Context: an optimization exercise on an open-source flow, tuned for a short achievable clock period and few clock cycles. The choices shown serve that exercise and are no tape-out recipe.
RTL that was checked went through simulation tests only; none was proved equivalent to the original.
Only the layout flow was run in run 1; the RTL was not checked for function there.
Power and IR drop assume default switching activity.

===== flow/design.v =====
package isa_pkg;
    localparam int WORD_W   = 16;
    localparam int REG_AW   = 4;
    localparam int MEM_AW   = 8;
    localparam int IMM_W    = 8;
    localparam int NUM_REGS = 16;
    localparam int OPC_LSB = 12;
    localparam int RD_LSB  = 8;
    localparam int RP_LSB  = 4;
    localparam int RQ_LSB  = 0;
    typedef logic [WORD_W-1:0] word_t;      
    typedef logic [REG_AW-1:0] reg_addr_t;
    typedef logic [MEM_AW-1:0] mem_addr_t;  
    typedef logic [IMM_W-1:0]  imm_t;
    typedef enum logic [3:0] {
        ADD = 4'd0,  SUB = 4'd1,  AND = 4'd2,  OR  = 4'd3,
        XOR = 4'd4,  NOT = 4'd5,  SLA = 4'd6,  SRA = 4'd7,
        LI  = 4'd8,  LW  = 4'd9,  SW  = 4'd10, BIZ = 4'd11,
        BNZ = 4'd12, JAL = 4'd13, JMP = 4'd14, JR  = 4'd15
    } opcode_e;
    typedef enum logic [2:0] {
        ALU_ADD = 3'd0,
        ALU_SUB = 3'd1,
        ALU_AND = 3'd2,
        ALU_OR  = 3'd3,
        ALU_XOR = 3'd4,
        ALU_NOT = 3'd5,
        ALU_SLA = 3'd6,
        ALU_SRA = 3'd7
    } alu_op_e;
endpackage
package ctrl_pkg;
    typedef enum logic [1:0] {
        S_FETCH   = 2'd0,
        S_DECODE  = 2'd1,
        S_EXECUTE = 2'd2
    } state_e;
    typedef enum logic [1:0] {
        PC_HOLD = 2'd0,
        PC_INC  = 2'd1,
        PC_REL  = 2'd2,  
        PC_ABS  = 2'd3   
    } pc_op_e;
    typedef enum logic [1:0] {
        WB_ALU  = 2'd0,
        WB_MEM  = 2'd1,
        WB_IMM  = 2'd2,
        WB_LINK = 2'd3
    } wb_sel_e;
endpackage
module add16
(
    input  logic [15:0] a_i,
    input  logic [15:0] b_i,
    input  logic        c_i,
    output logic [15:0] s_o
);
    logic [15:0] p0;
    logic [15:0] g [5];
    logic [15:0] p [5];
    assign p0   = a_i ^ b_i;
    assign g[0] = (a_i & b_i) | {15'b0, p0[0] & c_i};
    assign p[0] = p0;
    for (genvar l = 0; l < 4; l++) begin : g_lvl
        for (genvar i = 0; i < 16; i++) begin : g_bit
            if ((i >> l) & 1) begin : g_comb
                localparam int J = ((i >> l) << l) - 1;
                assign g[l+1][i] = g[l][i] | (p[l][i] & g[l][J]);
                assign p[l+1][i] = p[l][i] & p[l][J];
            end else begin : g_pass
                assign g[l+1][i] = g[l][i];
                assign p[l+1][i] = p[l][i];
            end
        end
    end
    assign s_o = p0 ^ {g[4][14:0], c_i};
endmodule
module risc16_top
(
    input  logic        clk,
    input  logic        rst,
    input  logic [15:0] mem_rdata_i,
    output logic [7:0]  mem_addr_o,
    output logic [15:0] mem_wdata_o,
    output logic        mem_wr_o
);
    localparam int CW = 6;
    localparam int CN = 1 << CW;
    logic [15:0] a_q;        
    logic [15:0] b_q;
    logic [7:0]  aop_q;      
    logic        ld_q;       
    logic        wr_q;       
    logic        kw_q;       
    logic [15:0] k_q;
    logic        kz_q;       
    logic [3:0]  rd_q;
    logic [15:0] rd_oh_q;
    logic [7:0]  imm_q;
    logic        taken_q;    
    logic [7:0]  seq_q;      
    logic [7:0]  tgt_q;
    logic        hs_q;       
    logic [15:0] cins_q;     
    logic [7:0]  pf_q;       
    logic [7:0]  addr_q;     
    logic [15:0] wdata_q;    
    logic [15:0] regs_q [16];
    logic [15:0] zf_q;       
    logic [15:0]   ci_q  [CN];
    logic [7-CW:0] ctag_q[CN];
    logic [CN-1:0] cv_q;
    logic [15:0] s;
    add16 u_add (.a_i(a_q), .b_i(aop_q[1] ? ~b_q : b_q), .c_i(aop_q[1]), .s_o(s));
    logic [15:0] y, t;
    always_comb begin
        y = ({16{aop_q[0] | aop_q[1]}} & s)
          | ({16{aop_q[2]}} & (a_q & b_q))
          | ({16{aop_q[3]}} & (a_q | b_q))
          | ({16{aop_q[4]}} & (a_q ^ b_q))
          | ({16{aop_q[5]}} & ~a_q)
          | ({16{aop_q[6]}} & {a_q[14:0], 1'b0})
          | ({16{aop_q[7]}} & {1'b0, a_q[15:1]});
        t = ({16{aop_q[0]}} & ((a_q ^ b_q) ^ {a_q[14:0] | b_q[14:0], 1'b0}))
          | ({16{aop_q[1] | aop_q[4]}} & (a_q ^ b_q))
          | ({16{aop_q[2]}} & (a_q & b_q))
          | ({16{aop_q[3]}} & (a_q | b_q))
          | ({16{aop_q[5]}} & ~a_q)
          | ({16{aop_q[6]}} & {a_q[14:0], 1'b0})
          | ({16{aop_q[7]}} & {1'b0, a_q[15:1]});
    end
    logic        rf_we;
    logic [15:0] wb;
    logic        z_wb;
    assign rf_we = (|aop_q) | ld_q | kw_q;
    always_comb begin
        if (ld_q) begin
            wb   = mem_rdata_i;
            z_wb = (mem_rdata_i == 16'h0000);
        end else if (kw_q) begin
            wb   = k_q;
            z_wb = kz_q;
        end else begin
            wb   = y;
            z_wb = (t == 16'h0000);
        end
    end
    always_ff @(posedge clk or posedge rst) begin
        if (rst) begin
            for (int i = 0; i < 16; i++) begin
                regs_q[i] <= '0;
                zf_q[i]   <= 1'b1;
            end
        end else begin
            for (int i = 0; i < 16; i++) begin
                if (rf_we && rd_oh_q[i]) begin
                    regs_q[i] <= wb;
                    zf_q[i]   <= z_wb;
                end
            end
        end
    end
    logic memop, idle, use_c, from_mem, load;
    assign memop    = wr_q | ld_q;
    assign idle     = ~memop & ~taken_q & hs_q;
    assign use_c    = hs_q & ~taken_q;
    assign from_mem = ~memop & (taken_q | ~hs_q);
    assign load     = use_c | from_mem;
    logic [7:0] fa, fa1;
    assign fa  = taken_q ? tgt_q : seq_q;
    assign fa1 = taken_q ? (tgt_q + 8'd1) : (seq_q + 8'd1);
    logic [7:0] pf_dist;
    logic       pf_ok;
    assign pf_dist = pf_q - fa;
    assign pf_ok   = (pf_dist != 8'd0) && (pf_dist <= 8'(CN - 12));
    logic [7:0] fill_a;
    logic       fill;
    assign fill_a = idle ? pf_q : fa;
    assign fill   = from_mem | (idle & pf_ok);
    logic [15:0] ins_n;
    logic [3:0]  op_n, rd_n, rp_n, rq_n;
    logic [7:0]  imm_n;
    assign ins_n = from_mem ? mem_rdata_i : cins_q;
    assign op_n  = ins_n[15:12];
    assign rd_n  = ins_n[11:8];
    assign rp_n  = ins_n[7:4];
    assign rq_n  = ins_n[3:0];
    assign imm_n = ins_n[7:0];
    logic sw_n, lw_n, alu_n, li_n, jal_n, jr_n, jmp_n, biz_n, bnz_n;
    assign sw_n  = load & (op_n == 4'd10);
    assign lw_n  = load & (op_n == 4'd9);
    assign alu_n = load & ~op_n[3];
    assign li_n  = load & (op_n == 4'd8);
    assign jal_n = load & (op_n == 4'd13);
    assign jr_n  = load & (op_n == 4'd15);
    assign jmp_n = load & (op_n == 4'd14);
    assign biz_n = load & (op_n == 4'd11);
    assign bnz_n = load & (op_n == 4'd12);
    logic        fwd_p, fwd_q, fwd_d;
    logic [15:0] a_n, b_n, rdv_n;
    logic        z_n;
    assign fwd_p = rf_we & (rd_q == rp_n);
    assign fwd_q = rf_we & (rd_q == rq_n);
    assign fwd_d = rf_we & (rd_q == rd_n);
    assign a_n   = fwd_p ? wb : regs_q[rp_n];
    assign b_n   = fwd_q ? wb : regs_q[rq_n];
    assign rdv_n = fwd_d ? wb : regs_q[rd_n];
    assign z_n   = fwd_d ? z_wb : zf_q[rd_n];
    logic       taken_n;
    logic [7:0] tgt_n;
    assign taken_n = jal_n | jmp_n | jr_n | (biz_n & z_n) | (bnz_n & ~z_n);
    assign tgt_n   = jr_n ? a_n[7:0] : (fa + imm_n);
    logic lk, hs_n;
    assign lk   = cv_q[fa1[CW-1:0]] & (ctag_q[fa1[CW-1:0]] == fa1[7:CW]);
    assign hs_n = load & lk & ~(wr_q & (imm_q == fa1)) & ~(sw_n & (imm_n == fa1));
    logic [7:0] seq_n, pf_n, addr_n;
    always_comb begin
        seq_n = load ? fa1 : seq_q;
        if (~pf_ok)    pf_n = fa1 + 8'd1;
        else if (idle) pf_n = pf_q + 8'd1;
        else           pf_n = pf_q;
        if (sw_n | lw_n)  addr_n = imm_n;
        else if (taken_n) addr_n = tgt_n;
        else if (hs_n)    addr_n = pf_n;
        else              addr_n = seq_n;
    end
    assign mem_addr_o  = addr_q;
    assign mem_wdata_o = wdata_q;
    assign mem_wr_o    = wr_q;
    always_ff @(posedge clk or posedge rst) begin
        if (rst) begin
            aop_q   <= '0;
            ld_q    <= 1'b0;
            wr_q    <= 1'b0;
            kw_q    <= 1'b0;
            taken_q <= 1'b0;
            seq_q   <= 8'h00;
            hs_q    <= 1'b0;
            pf_q    <= 8'h00;
            addr_q  <= 8'h00;
        end else begin
            for (int i = 0; i < 8; i++) aop_q[i] <= alu_n & (op_n[2:0] == 3'(i));
            ld_q    <= lw_n;
            wr_q    <= sw_n;
            kw_q    <= li_n | jal_n;
            taken_q <= taken_n;
            seq_q   <= seq_n;
            hs_q    <= hs_n;
            pf_q    <= pf_n;
            addr_q  <= addr_n;
        end
    end
    always_ff @(posedge clk) begin
        a_q     <= a_n;
        b_q     <= b_n;
        k_q     <= li_n ? {{8{imm_n[7]}}, imm_n} : {8'h00, fa1};
        kz_q    <= li_n ? (imm_n == 8'h00) : (fa1 == 8'h00);
        rd_q    <= rd_n;
        imm_q   <= imm_n;
        tgt_q   <= tgt_n;
        wdata_q <= rdv_n;
        cins_q  <= ci_q[fa1[CW-1:0]];
        for (int i = 0; i < 16; i++) rd_oh_q[i] <= (rd_n == 4'(i));
    end
    always_ff @(posedge clk) begin
        if (fill) begin
            ci_q[fill_a[CW-1:0]]   <= mem_rdata_i;
            ctag_q[fill_a[CW-1:0]] <= fill_a[7:CW];
        end
    end
    always_ff @(posedge clk or posedge rst) begin
        if (rst) begin
            cv_q <= '0;
        end else if (fill) begin
            cv_q[fill_a[CW-1:0]] <= 1'b1;
        end else if (wr_q && ctag_q[imm_q[CW-1:0]] == imm_q[7:CW]) begin
            cv_q[imm_q[CW-1:0]] <= 1'b0;
        end
    end
endmodule

===== flow/run.sh =====
#!/bin/bash
# synth_recipe.tcl (not shown) runs the flow's synth.tcl, then flattens the netlist and writes it again
# the make line also repeats each setting of config.mk as NAME=value (left out here)
make -C /OpenROAD-flow-scripts/flow DESIGN_CONFIG=/design/flow/config.mk WORK_HOME=/design/flow/orfs CLKGATE_MAP_FILE= SYNTH_SCRIPT=/design/flow/synth_recipe.tcl finish

===== flow/config.mk =====
export PLATFORM = sky130hd
export DESIGN_NAME = risc16_top
export DESIGN_NICKNAME = risc16_top
export VERILOG_FILES = /design/flow/design.v
export SDC_FILE = /design/flow/constraint.sdc
export NUM_CORES = 4
export LEC_CHECK = 0
export ABC_CLOCK_PERIOD_IN_PS = 2500
export CAP_MARGIN = 20
export CORE_MARGIN = 2
export CORE_UTILIZATION = 40
export SETUP_SLACK_MARGIN = 5
export SLEW_MARGIN = 20

===== flow/constraint.sdc =====
create_clock -name core_clock -period 8.0 [get_ports {clk}]
set_input_delay 1.6000 -clock core_clock [delete_from_list [all_inputs] [get_ports {clk}]]
set_output_delay 1.6000 -clock core_clock [all_outputs]
set_load 0.01 [all_outputs]

==> results.py, run 1 <==
metrics = {
    "timing": {
        "finalHoldViolations": 0,
        "slew_headroom": 0.193,
        "worstMarginPinSlew_ns": 1.18,
        "final-setup-viol-count": 0,
        "setup_ws_ns": 3.91,
        "max_freq_mhz": 244,
        "tns_ns": 0,
        "slew_viol_final": 0,
        "rsz0062_at_grt": "true",
        "finalCritPeriodShare": 0.511,
        "period_minus_slack_ns": 4.09,
        "clock_skew_ns": 0.0902,
    },
    "worst_setup_path": {
        "cp_common_cell": "buf_12",
        "slowest_delay_ns": 0.94,
        "crit_chain": "buf_4 > buf_4 > mux2i_1 > xnor2_1 > xnor2_1 > a21o_1 > buf_12 > a211oi_4 > buf_12 > buf_12 > nand2_8 > buf_12 > nor2_4 > buf_6",
        "crit_fanout": 7,
        "crit_path_end_kind": "flop",
        "criticalPathCategory": "reg -> reg",
        "slowest_stage": "mux2i_1",
        "start_kind": "flop",
        "worstPathRequired_ns": 8.55,
        "arrival_ns": 4.64,
    },
    "yosys": {
        "seq_area_frac_synth": 0.638,
        "synth-main-ff-cell": "edfxtp_1",
        "ys_async_sr_fraction": 0.228,
        "synth_edf_count": 1152,
        "ys_ff_latch": 1635,
        "synth_area_per_cell_um2": 14.9,
        "synth_cell_types": 89,
        "synth_nets": 4951,
        "syn_area_um2": 72300,
        "yosysWarnings": 5,
        "syn_inst": 4860,
    },
    "grt": {
        "top_usage_layer": "met2",
        "grt.overflow.total": 0,
        "grt.met3_usage": 0.0864,
        "grt_antenna_before_repair": 19,
        "grt_max_degree": 151,
        "grt_usage": 0.302,
        "use_met1": 0.392,
        "grt_pass1_vias": 51430,
        "use_met2": 0.455,
        "grt_pass1_wl_um": 396000,
    },
    "power_and_ir_drop": {
        "powerDensity_nw_per_um2": 502,
        "worst_ir_drop_vdd_uv": 403,
        "p_leak_nw": 34.5,
    },
    "die": {
        "core_um2": 180000,
        "die_area_um2": 184000,
        "pin_count": 43,
        "die_w_um": 429,
        "rows": 156,
        "die_h_um": 429,
        "start_util": 0.401,
    },
    "route": {
        "vias": 54378,
        "vias_per_cell": 6.71,
        "ant_nets": 0,
        "drt_iter0_markers": 9929,
        "wirelength_um": 293000,
        "wl_per_cell_um": 36.2,
        "drt-pass1-iter-count": 8,
        "drc_errors": 0,
    },
    "clock_network": {
        "cts_tree": "yes",
        "insertion_delay_ns": 0.86,
        "postCtsHoldBufs": 0,
        "numCtsBuffers": 168,
        "clock-sinks": 1635,
        "htree_levels": 4,
        "clock_path_buffers": 3,
        "path_clk_slew_ns": 0.07,
        "cts.root.buffer_cell": "clkbuf_16",
    },
    "cells_and_area": {
        "fillCellCount": 13988,
        "drive_above_1_share": 0.400,
        "final_nets": 5679,
        "fin_util": 0.538,
        "finalNonFillerCells": 8103,
        "area_growth_syn_to_layout_pct": 34.0,
        "design_area_um2": 96900,
    },
    "placed_design": {
        "pre_cts_ws_ns": 2.23,
        "placed_cell_area_um2": 76600,
        "place.gp.congestion": 0.978,
        "portBuffers": 42,
        "place_inst": 7132,
        "dpl.hpwl_um": 155000,
    },
    "flow_run": {
        "cap_violations": 0,
    },
    "hold_path": {
        "hold_path_class": "reg -> reg",
    },
    "run_status": {
        "status": "finished clean",
    },
}
## registers in the layout (all words and copies together) (netlist names), 4 cells and up
signal   cells
wdata_q     16
pf_q         8
ci_q      1024
k_q          9
rd_oh_q     16
aop_q        8
regs_q     256
cins_q      16
cv_q        64
seq_q        8
tgt_q        8
a_q         16
b_q         16
imm_q        8
addr_q       8
zf_q        16
rd_q         4
ctag_q     128
## critical path, delay by kind of cell, from the launching register on
family / cells / cell delay [ns]
flip-flops: 1 / 0.50
XOR/XNOR: 2 / 0.45
buffers and inverters: 7 / 1.16
AND/OR/NAND/NOR: 2 / 0.34
AO/OA/AOI/OAI: 2 / 0.43
multiplexers: 1 / 0.94
## cell usage in the layout (no fill, tap or decap), types with 95 or more instances in the layout
| cell | netlist | routed |
|---|---|---|
| buf_4 | 5 | 271 |
| buf_6 | 5 | 182 |
| buf_12 | 0 | 198 |
| nor2_1 | 201 | 98 |
| nand3_1 | 102 | 95 |
| a22oi_1 | 188 | 181 |
| o21ai_0 | 371 | 148 |
| mux4_2 | 439 | 439 |
| nand2_1 | 460 | 415 |
| edfxtp_1 | 1152 | 1152 |
| o21ai_2 | 0 | 178 |
| clkbuf_16 | 0 | 207 |
| a21oi_1 | 179 | 96 |
| dfrtp_1 | 357 | 350 |
## layout make-up
class | count | area (µm²) | area share
diodes | 6 | 15.0 | 0.000155
inverters | 82 | 390 | 0.00403
flip-flops and latches | 1635 | 46200 | 0.477
repair inverters | 1 | 8.76 | 0.0000904
multi-input cells | 2833 | 28800 | 0.297
well taps | 2370 | 2970 | 0.0306
clock inverters | 83 | 1110 | 0.0114
repair buffers | 867 | 12900 | 0.133
clock buffers | 226 | 4550 | 0.0470
## synth_stat cells (54+ instances only)
cell,instances,share of area
inv_1,69,0.0036
edfxtp_1,1152,0.48
a21oi_1,179,0.012
xor2_1,54,0.0065
nor3_1,59,0.0041
nor2_1,201,0.010
dfrtp_1,357,0.12
nand4_1,54,0.0047
nand3_1,102,0.0071
clkbuf_1,234,0.012
ha_1,68,0.012
mux4_2,439,0.14
a22oi_1,188,0.020
mux2i_1,60,0.0083
xnor2_1,57,0.0069
nand2_1,460,0.024
dfxtp_1,110,0.030
o21ai_0,371,0.026
## layer usage
metal	vias to the layer above	share of wire
li1	20981	-
met1	27533	0.36
met2	4608	0.44
met3	1234	0.13
met4	22	0.075
met5	-	0.00053
## kinds of logic (layout without fill, tap and decap cells)
kind of cell,Yosys count,count (layout),share of synthesized area
buffers and inverters,397,1259,0.0222
other,0,6,0
muxes,511,511,0.147
AOI/OAI and AO/OA,1126,1129,0.103
adders and majority gates,73,73,0.0131
DFF,1635,1635,0.638
xor gates and xnor gates,113,113,0.0139
and+or+nand+nor,1005,1007,0.0626
## final timing paths
kind,depth (start not counted),to,slack (ns),start
worst max register to register,14,ci_q[54][0],3.91,taken_q
worst min-delay path,2,zf_q[0],0.47,zf_q[0]
max in group asynchronous,4,aop_q[6],5.23,rst
worst min register to register,2,zf_q[0],0.47,zf_q[0]
min in group asynchronous,2,regs_q[1][15],1.05,rst
worst max-delay path,14,ci_q[54][0],3.91,taken_q
## per-stage QoR
step	hold WS, ns	total power [mW]
after detailed placement	0.474	31.1
after global routing	0.497	49.7
final	0.474	48.7
after floorplan	0.458	24.3
after global placement	0.469	31.0
after CTS	0.485	46.0
## report_power, final
part,internal (mW),total [mW],switching [mW]
registers,11.0,12.9,1.91
clock network,4.49,8.10,3.61
logic,12.7,27.7,14.9
## what timing repair did
item | in CTS | in global routing
gates resized for setup | 1266 | 420
cloned | 114 | 51
pin swaps | 281 | 149
endpoints found under the setup margin | 1688 | 1749
setup buffers | 364 | 125
==> run 2: changes to the inputs <==
--- a/flow/design.v
+++ b/flow/design.v
@@ -99,6 +99,7 @@
     logic [7:0]  imm_q;
     logic        taken_q;    
     logic [7:0]  seq_q;      
+    logic [7:0]  seq1_q;     
     logic [7:0]  tgt_q;
     logic        hs_q;       
     logic [15:0] cins_q;     
@@ -113,9 +114,10 @@
     logic [15:0] s;
     add16 u_add (.a_i(a_q), .b_i(aop_q[1] ? ~b_q : b_q), .c_i(aop_q[1]), .s_o(s));
     logic [15:0] y, t;
+    logic        as;
+    assign as = aop_q[0] | aop_q[1];
     always_comb begin
-        y = ({16{aop_q[0] | aop_q[1]}} & s)
-          | ({16{aop_q[2]}} & (a_q & b_q))
+        y = ({16{aop_q[2]}} & (a_q & b_q))
           | ({16{aop_q[3]}} & (a_q | b_q))
           | ({16{aop_q[4]}} & (a_q ^ b_q))
           | ({16{aop_q[5]}} & ~a_q)
@@ -133,18 +135,20 @@
     logic [15:0] wb;
     logic        z_wb;
     assign rf_we = (|aop_q) | ld_q | kw_q;
+    logic [15:0] wb_o;
     always_comb begin
         if (ld_q) begin
-            wb   = mem_rdata_i;
+            wb_o = mem_rdata_i;
             z_wb = (mem_rdata_i == 16'h0000);
         end else if (kw_q) begin
-            wb   = k_q;
+            wb_o = k_q;
             z_wb = kz_q;
         end else begin
-            wb   = y;
+            wb_o = y;
             z_wb = (t == 16'h0000);
         end
     end
+    assign wb = as ? s : wb_o;
     always_ff @(posedge clk or posedge rst) begin
         if (rst) begin
             for (int i = 0; i < 16; i++) begin
@@ -168,10 +172,12 @@
     assign load     = use_c | from_mem;
     logic [7:0] fa, fa1;
     assign fa  = taken_q ? tgt_q : seq_q;
-    assign fa1 = taken_q ? (tgt_q + 8'd1) : (seq_q + 8'd1);
+    logic [7:0] tgt1;
+    assign tgt1 = tgt_q + 8'd1;
+    assign fa1  = taken_q ? tgt1 : seq1_q;
     logic [7:0] pf_dist;
     logic       pf_ok;
-    assign pf_dist = pf_q - fa;
+    assign pf_dist = pf_q - seq_q;
     assign pf_ok   = (pf_dist != 8'd0) && (pf_dist <= 8'(CN - 12));
     logic [7:0] fill_a;
     logic       fill;
@@ -202,16 +208,22 @@
     assign fwd_p = rf_we & (rd_q == rp_n);
     assign fwd_q = rf_we & (rd_q == rq_n);
     assign fwd_d = rf_we & (rd_q == rd_n);
-    assign a_n   = fwd_p ? wb : regs_q[rp_n];
-    assign b_n   = fwd_q ? wb : regs_q[rq_n];
-    assign rdv_n = fwd_d ? wb : regs_q[rd_n];
+    logic [15:0] a_o, b_o, rdv_o;
+    assign a_o   = fwd_p ? wb_o : regs_q[rp_n];
+    assign b_o   = fwd_q ? wb_o : regs_q[rq_n];
+    assign rdv_o = fwd_d ? wb_o : regs_q[rd_n];
+    assign a_n   = (fwd_p & as) ? s : a_o;
+    assign b_n   = (fwd_q & as) ? s : b_o;
+    assign rdv_n = (fwd_d & as) ? s : rdv_o;
     assign z_n   = fwd_d ? z_wb : zf_q[rd_n];
     logic       taken_n;
     logic [7:0] tgt_n;
     assign taken_n = jal_n | jmp_n | jr_n | (biz_n & z_n) | (bnz_n & ~z_n);
     assign tgt_n   = jr_n ? a_n[7:0] : (fa + imm_n);
-    logic lk, hs_n;
-    assign lk   = cv_q[fa1[CW-1:0]] & (ctag_q[fa1[CW-1:0]] == fa1[7:CW]);
+    logic lk_s, lk_t, lk, hs_n;
+    assign lk_s = cv_q[seq1_q[CW-1:0]] & (ctag_q[seq1_q[CW-1:0]] == seq1_q[7:CW]);
+    assign lk_t = cv_q[tgt1[CW-1:0]] & (ctag_q[tgt1[CW-1:0]] == tgt1[7:CW]);
+    assign lk   = taken_q ? lk_t : lk_s;
     assign hs_n = load & lk & ~(wr_q & (imm_q == fa1)) & ~(sw_n & (imm_n == fa1));
     logic [7:0] seq_n, pf_n, addr_n;
     always_comb begin
@@ -219,10 +231,10 @@
         if (~pf_ok)    pf_n = fa1 + 8'd1;
         else if (idle) pf_n = pf_q + 8'd1;
         else           pf_n = pf_q;
-        if (sw_n | lw_n)  addr_n = imm_n;
-        else if (taken_n) addr_n = tgt_n;
-        else if (hs_n)    addr_n = pf_n;
-        else              addr_n = seq_n;
+        if (taken_n)          addr_n = tgt_n;
+        else if (sw_n | lw_n) addr_n = imm_n;
+        else if (hs_n)        addr_n = pf_n;
+        else                  addr_n = seq_n;
     end
     assign mem_addr_o  = addr_q;
     assign mem_wdata_o = wdata_q;
@@ -235,6 +247,7 @@
             kw_q    <= 1'b0;
             taken_q <= 1'b0;
             seq_q   <= 8'h00;
+            seq1_q  <= 8'h01;
             hs_q    <= 1'b0;
             pf_q    <= 8'h00;
             addr_q  <= 8'h00;
@@ -245,6 +258,7 @@
             kw_q    <= li_n | jal_n;
             taken_q <= taken_n;
             seq_q   <= seq_n;
+            seq1_q  <= load ? fa1 + 8'd1 : seq1_q;
             hs_q    <= hs_n;
             pf_q    <= pf_n;
             addr_q  <= addr_n;
@@ -259,7 +273,7 @@
         imm_q   <= imm_n;
         tgt_q   <= tgt_n;
         wdata_q <= rdv_n;
-        cins_q  <= ci_q[fa1[CW-1:0]];
+        cins_q  <= taken_q ? ci_q[tgt1[CW-1:0]] : ci_q[seq1_q[CW-1:0]];
         for (int i = 0; i < 16; i++) rd_oh_q[i] <= (rd_n == 4'(i));
     end
     always_ff @(posedge clk) begin
==> results.py, run 2 <==
metrics = {
    "yosys": {
        "seq_area_frac_synth": 0.565,
        "ys_async_sr_fraction": 0.232,
        "synth_nets": 5559,
        "yosys.area.top_type": "edfxtp_1",
        "yosysWarnings": 5,
        "netlist_top_cells_area": "edfxtp_1 42%, mux4_2 21%, dfrtp_1 11%",
        "synth_area_per_cell_um2": 15.0,
        "synth.most_common_cell": "edfxtp_1",
        "synth-main-ff-cell": "edfxtp_1",
        "synth_cell_types": 89,
        "synth_edf_count": 1152,
        "syn_area_um2": 82000,
        "synth_top_cell_area_share": 0.422,
        "yosys-top-cells-count": "1152 x edfxtp_1, 777 x mux4_2, 482 x nand2_1",
        "ys_ff_latch": 1643,
        "syn_inst": 5468,
    },
    "worst_setup_path": {
        "crit_end": "addr_q[1]",
        "cp.depth": 11,
        "criticalPathCategory": "reg -> reg",
        "ff2ff_path_depth": 11,
        "slowest_delay_ns": 0.52,
        "crit_fanout": 7,
        "worstPathRequired_ns": 8.68,
        "slowest_stage": "mux4_2",
        "cp_num_buf_inv": 1,
        "arrival_ns": 4.57,
        "start_kind": "flop",
        "crit_chain": "ha_4 > buf_12 > mux4_2 > mux4_2 > mux2i_1 > xor2_1 > and4b_1 > o31a_1 > or3_4 > o221a_1 > mux2_4",
        "critical_path.startpoint": "tgt_q[0]",
        "timing.rr.end": "addr_q[1]",
        "crit_path_end_kind": "flop",
        "reg2reg_slack_ns": 4.12,
        "worstReg2RegStart": "tgt_q[0]",
        "path_delay_family": "multiplexers",
        "cp_common_cell": "mux4_2",
    },
    "timing": {
        "finalHoldViolations": 0,
        "max_freq_mhz": 257,
        "slew_viol_final": 0,
        "slew_headroom": 0.0468,
        "worstMarginPinSlew_ns": 1.42,
        "final-setup-viol-count": 0,
        "period_minus_slack_ns": 3.88,
        "rsz0062_at_grt": "true",
        "finalCritPeriodShare": 0.485,
        "tns_ns": 0,
        "clock_skew_ns": 0.117,
    },
    "route": {
        "drt-pass1-iter-count": 9,
        "drc_errors": 0,
        "vias_per_cell": 6.82,
        "drt_iter0_markers": 10255,
        "vias": 60876,
        "wl_per_cell_um": 37.3,
        "ant_nets": 0,
        "wirelength_um": 333000,
    },
    "die": {
        "die_area_um2": 209000,
        "die_w_um": 457,
        "die_h_um": 457,
        "rows": 166,
        "core_um2": 204000,
        "pin_count": 43,
        "start_util": 0.402,
    },
    "clock_network": {
        "numCtsBuffers": 177,
        "cts_tree": "yes",
        "htree_levels": 4,
        "insertion_delay_ns": 0.88,
        "postCtsHoldBufs": 0,
        "clock_path_buffers": 3,
        "cts.root.buffer_cell": "clkbuf_16",
        "clock-sinks": 1643,
        "path_clk_slew_ns": 0.06,
    },
    "grt": {
        "grt_pass1_vias": 58681,
        "grt.overflow.total": 0,
        "grt_pass1_wl_um": 452000,
        "grt.met3_usage": 0.0881,
        "use_met1": 0.395,
        "grt_usage": 0.304,
        "grt_max_degree": 112,
        "use_met2": 0.452,
        "top_usage_layer": "met2",
        "grt_antenna_before_repair": 4,
    },
    "cells_and_area": {
        "fin_util": 0.517,
        "drive_above_1_share": 0.402,
        "fillCellCount": 16166,
        "largest_reg_flops": 1024,
        "final_common_cell": "edfxtp_1",
        "area_growth_syn_to_layout_pct": 28.7,
        "mostFrequentLayoutCells": "1152 x edfxtp_1, 777 x mux4_2, 447 x nand2_1, 347 x dfrtp_1, 253 x a22oi_1",
        "final_nets": 6174,
        "multi_input_area_um2": 36800,
        "regArea_um2": 46400,
    },
    "power_and_ir_drop": {
        "p_total_mw": 49.9,
        "worst_ir_drop_vdd_uv": 334,
        "p_leak_nw": 36.9,
        "powerDensity_nw_per_um2": 473,
    },
    "placed_design": {
        "portBuffers": 42,
        "place.gp.congestion": 0.955,
        "dpl.hpwl_um": 174000,
    },
    "flow_run": {
        "cap_violations": 0,
    },
    "run_status": {
        "status": "finished clean",
    },
    "hold_path": {
        "hold_path_class": "reg -> reg",
    },
}
[run 2: cell count changes after synthesis, sizes merged, moves of 39 or more]
cell | before | now
a21oi | 179 | 102
a22oi | 189 | 267
buf | 81 | 122
clkbuf | 234 | 289
mux2i | 63 | 127
mux4 | 439 | 786
o21ai | 378 | 417
[run 2: cell type report]
| class | instances | area share |
|---|---|---|
| flip-flops and latches | 1643 | 0.440 |
| clock buffers | 217 | 0.0446 |
| inverters | 109 | 0.00448 |
| clock inverters | 116 | 0.0125 |
| diodes | 7 | 0.000166 |
| multi-input cells | 3308 | 0.348 |
| well taps | 2688 | 0.0319 |
| repair inverters | 1 | 0.0000474 |
| repair buffers | 843 | 0.118 |
[run 2: logic make-up (layout without fill, tap and decap cells)]
logic type | count (synthesis) | count (layout) | share of synthesized area
buf+inv | 520 | 1286 | 0.0257
fa+ha+maj | 73 | 73 | 0.0116
flops | 1643 | 1643 | 0.565
compound gates | 1125 | 1125 | 0.0890
simple gates | 1036 | 1039 | 0.0576
other cells | 0 | 7 | 0
mux | 954 | 954 | 0.238
xor+xnor | 117 | 117 | 0.0131
[run 2: worst min path at each step]
stage | from | endpoint | slack [ns] | cells after the start
2_1_floorplan | zf_q[15] | zf_q[15] | 0.46 | 2
3_3_place_gp | zf_q[5] | zf_q[5] | 0.47 | 2
3_5_place_dp | zf_q[15] | zf_q[15] | 0.48 | 2
4_1_cts | zf_q[15] | zf_q[15] | 0.48 | 2
5_1_grt | zf_q[12] | zf_q[12] | 0.50 | 2
6_report | zf_q[13] | zf_q[13] | 0.48 | 2
[run 2: worst reg2reg max path: stages, from the launching register on]
cell,delay [ns]
dfxtp_4,0.41
ha_4,0.33
buf_12,0.13
mux4_2,0.52
mux4_2,0.48
mux2i_1,0.23
xor2_1,0.10
and4b_1,0.20
o31a_1,0.41
or3_4,0.42
o221a_1,0.26
mux2_4,0.27
[run 2: per-stage QoR]
step	worst slack, ns	area (µm²)	hold WS (ns)	std cells
after global placement	2.28	86200	0.469	7927
final	4.12	106000	0.478	8932
after global routing	4.09	106000	0.500	8927
after floorplan	1.29	83300	0.457	5468
after detailed placement	2.21	86200	0.476	7927
after CTS	4.17	102000	0.485	8767
[run 2: metal layers]
| metal | wire, µm | up-vias |
|---|---|---|
| li1 | - | 23533 |
| met3 | 43000 | 1182 |
| met5 | 154 | - |
| met2 | 146000 | 4898 |
| met4 | 25900 | 4 |
| met1 | 118000 | 31259 |
[run 2: power breakdown]
part | total, mW | internal [mW] | switching (mW) | leakage, nW
Combinational | 28.2 | 13.3 | 15.0 | 18.1
Clock | 8.54 | 4.83 | 3.71 | 2.91
Sequential | 13.2 | 11.1 | 2.06 | 15.9
Total | 49.9 | 29.2 | 20.7 | 36.9
[run 2: what timing repair did]
item / 4_1_cts / 5_1_grt
setup buffers: 426 / 122
endpoints found under the hold margin: 0 / 0
endpoints found under the setup margin: 1783 / 1482
resized for setup: 905 / 430
pin swaps: 204 / 199
cloned: 81 / 36
Testbench counts of run 2, summed over its fixed seeds: cycles 13,682.

afterwards: timing with drivers on the ports:
The flow's constraints put no driver on any port. The routed layouts listed below were extracted and timed again, unchanged, in two steps. Step 1 sets driving cells, clkbuf_16 on the clock port and buf_2 on the other inputs (assumed; they add their load-dependent delay and slew). Step 2, shift: input delay + t, output delay - t, t = (earliest + latest rising clock arrival at the registers) / 2. This alone moves slack from input paths to output paths. Slacks: ideal / step 1 / step 2; pairs: ideal / step 1.
run	t (ns)	setup slack, ns	latest minus earliest clock arrival (ns)	worst register clock-pin slew, ns	worst data-port slew with drivers (ns)
run 1	0.904	3.909 / 3.909 / 3.334	0.091 / 0.091	0.07 / 0.07	0.12
run 2	0.906	4.116 / 4.116 / 3.287	0.117 / 0.117	0.08 / 0.08	0.24
After both steps every run listed still meets setup and hold. For run 2, which loses most, drivers alone change the setup slack by 0.000 ns; drivers and shift together by -0.829 ns.
